From an optimization exercise on the open Yosys and OpenROAD flow, aimed at small area, a short achievable clock period and few clock cycles per item; shortcuts taken in it are not production practice.
At most, simulation tests tie the RTL to the original design; equivalence was not proved.
No activity file was given, so power comes from the tool's default toggle rates.

==> module iot_filter_top, before the edit <==
module iot_filter_top
(
    input  logic         clk,
    input  logic         rst,
    input  logic         in_en,
    input  logic [7:0]   iot_in,
    input  logic [2:0]   fn_sel,
    output logic         busy,
    output logic         valid,
    output logic [127:0] iot_out
);
    logic is_crc, is_top, is_rank;
    always_ff @(posedge clk) begin
        is_crc  <= (fn_sel == 3'd3);
        is_top  <= (fn_sel == 3'd4);
        is_rank <= (fn_sel == 3'd4) || (fn_sel == 3'd5);
    end
    logic       in_v;
    logic [7:0] cur;
    always_ff @(posedge clk) cur <= iot_in;
    logic [3:0]   bi;              
    logic [3:0]   rc;              
    logic [2:0]   wc;              
    function automatic logic [3:0] step4(logic [3:0] x);
        step4 = {x[2:0], x[3] ^ x[0] ^ (x[2:0] == 3'd0)};
    endfunction
    function automatic logic [2:0] step3(logic [2:0] x);
        step3 = {x[1:0], x[2] ^ x[0] ^ (x[1:0] == 2'd0)};
    endfunction
    localparam logic [3:0] LAST4 = 4'b1000;
    localparam logic [2:0] WC1   = 3'b001;
    localparam logic [2:0] WC7   = 3'b100;
    logic         mv;              
    logic         dA, wA, dB, wB;  
    logic [127:0] r0, r1;
    wire [7:0] tA = r0[127:120];
    wire [7:0] tB = r1[127:120];
    wire first_byte = (bi == 4'd0);
    wire last_byte  = (bi == LAST4);
    wire keepA      = dA && !first_byte;
    wire keepB      = dB && !first_byte;
    logic rot;
    logic eqA, gtA, eqB, gtB;
    wire [7:0] nA = rot ? r0[119:112] : r0[127:120];
    wire [7:0] nB = rot ? r1[119:112] : r1[127:120];
    always_ff @(posedge clk) begin
        eqA <= (iot_in == nA);
        gtA <= is_top ? (iot_in > nA) : (iot_in < nA);
        eqB <= (iot_in == nB);
        gtB <= is_top ? (iot_in > nB) : (iot_in < nB);
    end
    wire dA_n  = keepA || !eqA;
    wire wA_n  = keepA ? wA : gtA;
    wire dB_n  = keepB || !eqB;
    wire wB_n  = keepB ? wB : gtB;
    wire winA  = dA_n && wA_n;
    wire winB  = dB_n && wB_n;
    wire loseB = dB_n && !wB_n;
    wire rank_w = in_v && (wc != 3'd0);
    wire w1     = in_v && (wc == WC1);
    wire wn     = rank_w && (wc != WC1);
    wire s0_cur = (w1 && winB) || (wn && winA);
    wire s0_b   = (w1 && !winB) || (!rank_w && mv);
    wire s0_a   = !s0_cur && !s0_b;
    wire s1_cur = (in_v && !rank_w) || (w1 && !winB) || (wn && !winA && !loseB);
    wire s1_a   = wn && winA;
    wire s1_b   = !s1_cur && !s1_a;
    wire [7:0] b0 = ({8{s0_cur}} & cur) | ({8{s0_a}} & tA) | ({8{s0_b}} & tB);
    wire [7:0] b1 = ({8{s1_cur}} & cur) | ({8{s1_a}} & tA) | ({8{s1_b}} & tB);
    function automatic logic [2:0] crc_fold(logic [2:0] seed, logic [7:0] data);
        logic [2:0] c;
        logic       fb;
        c = seed;
        for (int i = 7; i >= 0; i--) begin
            fb = c[2] ^ data[i];
            c  = {c[1:0], 1'b0} ^ (fb ? 3'b011 : 3'b000);
        end
        crc_fold = c;
    endfunction
    wire [2:0] crc_n = crc_fold(first_byte ? 3'd0 : r0[2:0], cur);
    always_ff @(posedge clk) begin
        if (in_v) begin
            dA <= dA_n;
            wA <= wA_n;
            dB <= dB_n;
            wB <= wB_n;
        end
    end
    always_ff @(posedge clk) begin
        if (rot) begin
            r0[127:16] <= r0[119:8];
            r0[15:8]   <= is_crc ? 8'd0 : r0[7:0];
            r0[7:0]    <= is_crc ? {5'd0, crc_n} : b0;
            r1         <= {r1[119:0], b1};
        end
    end
    wire       end_word = in_v && last_byte;
    wire [3:0] bi_n  = in_v ? step4(bi) : bi;
    wire [3:0] rc_n  = rot ? step4(rc) : rc;
    wire       mv_n  = (end_word && is_rank && wc == WC7) || (mv && !(rc == LAST4));
    wire       in_v_n = in_en && !busy;
    wire       busy_n = !in_v_n && (mv_n || rc_n != bi_n) && (step4(rc_n) != bi_n);
    wire       rot_n  = in_v_n || mv_n || (rc_n != bi_n);
    always_ff @(posedge clk or posedge rst) begin
        if (rst) begin
            in_v  <= 1'b0;
            bi    <= 4'd0;
            rc    <= 4'd0;
            wc    <= 3'd0;
            mv    <= 1'b0;
            busy  <= 1'b0;
            rot   <= 1'b0;
            valid <= 1'b0;
        end else begin
            in_v <= in_v_n;
            bi   <= bi_n;
            rc   <= rc_n;
            mv   <= mv_n;
            busy <= busy_n;
            rot  <= rot_n;
            if (end_word) wc <= step3(wc);
            valid <= (end_word && (is_crc || (is_rank && wc == WC7)))
                     || (mv && rc == LAST4);
        end
    end
    assign iot_out = r0;
endmodule
Settings: LEC_CHECK=0, CAP_MARGIN=20, CORE_MARGIN=2, CORE_UTILIZATION=40, SETUP_SLACK_MARGIN=4.45, SLEW_MARGIN=20; clock period 7.0 ns.
standard.sh (not shown) runs the stock make flow with config.mk's settings and CLKGATE_MAP_FILE= SYNTH_SCRIPT=/design/flow/synth_recipe.tcl, a recipe that flattens the netlist after the stock synthesis.
==> flow/flow/run.sh <==
#!/bin/bash
# Standard ORFS layout, with the port buffers made from plain buffers
# (sky130_fd_sc_hd__buf_1, resized by timing repair) instead of the slow
# delay cells buffer_ports picks by default, and clock tree synthesis
# without dummy loads.
set -euo pipefail
bash standard.sh "BUFFER_PORTS_ARGS=-buffer_cell sky130_fd_sc_hd__buf_1" \
  "CTS_ARGS=-sink_clustering_enable -repair_clock_nets -sink_clustering_size 30 -sink_clustering_max_diameter 100 -dont_use_dummy_load -balance_levels" \
  finish > standard_flow.log 2>&1
Testbench counts at the start, summed over its fixed seeds: cycles 36,192, items 2,157.
==> next run, changes <==
--- a/flow/design.v
+++ b/flow/design.v
@@ -102,9 +102,13 @@
             c  = {c[1:0], 1'b0} ^ (fb ? 3'b011 : 3'b000);
         end
         crc_fold = c;
     endfunction
-    wire [2:0] crc_n = crc_fold(first_byte ? 3'd0 : r0[2:0], cur);
+    logic [2:0] crc;
+    wire  [2:0] crc_n = crc_fold(first_byte ? 3'd0 : crc, cur);
+    always_ff @(posedge clk) begin
+        if (in_v) crc <= crc_n;
+    end
     always_ff @(posedge clk) begin
         if (in_v) begin
             dA <= dA_n;
             wA <= wA_n;
@@ -113,11 +117,10 @@
         end
     end
     always_ff @(posedge clk) begin
         if (rot) begin
-            r0[127:16] <= r0[119:8];
-            r0[15:8]   <= is_crc ? 8'd0 : r0[7:0];
-            r0[7:0]    <= is_crc ? {5'd0, crc_n} : b0;
+            r0[127:8]  <= r0[119:0];
+            r0[7:0]    <= is_crc ? {5'd0, crc_n & {3{last_byte}}} : b0;
             r1         <= {r1[119:0], b1};
         end
     end
     wire       end_word = in_v && last_byte;
The new run finished clean.
Clock-buffer cell count climbs by 1.
Utilization drops by 0.32 points.
Maximum frequency climbs by about 0.46%.
Non-clock buffer count drops by 9.
Sequential share of layout area climbs by 1.3 points.
Routed wire length drops by about 6%.
Hold slack gets worse by 0.022 ns.
Setup slack gets better by 0.012 ns.
Combinational power drops by about 7%.
Final cell count drops by 1.8%.
Only the layout flow was run in the second run of this note; the RTL was not checked for function there.

==> separate check: timing with driven ports <==
No port has a modelled driver above. Below, the same layouts with a new extraction and two added sets of constraints. Step 1: set_driving_cell puts a clkbuf_16 on clk and a buf_2 on each other input, an assumption about the parent block. Step 2, shift: input delay + t, output delay - t, t = (earliest + latest rising clock arrival at the registers) / 2. This alone moves slack from input paths to output paths. Three values: no drivers, after step 1, after step 2; two values: the first two.
run | shift t [ns] | setup WS [ns] | latest minus earliest clock arrival (ns) | worst data-port slew with drivers (ns) | cell pins on the clock port's net
the first run | 0.518 | 4.479 / 4.438 / 4.140 | 0.018 / 0.019 | 0.06 | 1
the second run | 0.513 | 4.490 / 4.449 / 4.273 | 0.040 / 0.040 | 0.06 | 1
After both steps setup and hold are still met in every run listed. The setup slack of the first run, which loses most, moves by -0.041 ns with the drivers and by -0.339 ns with both steps.
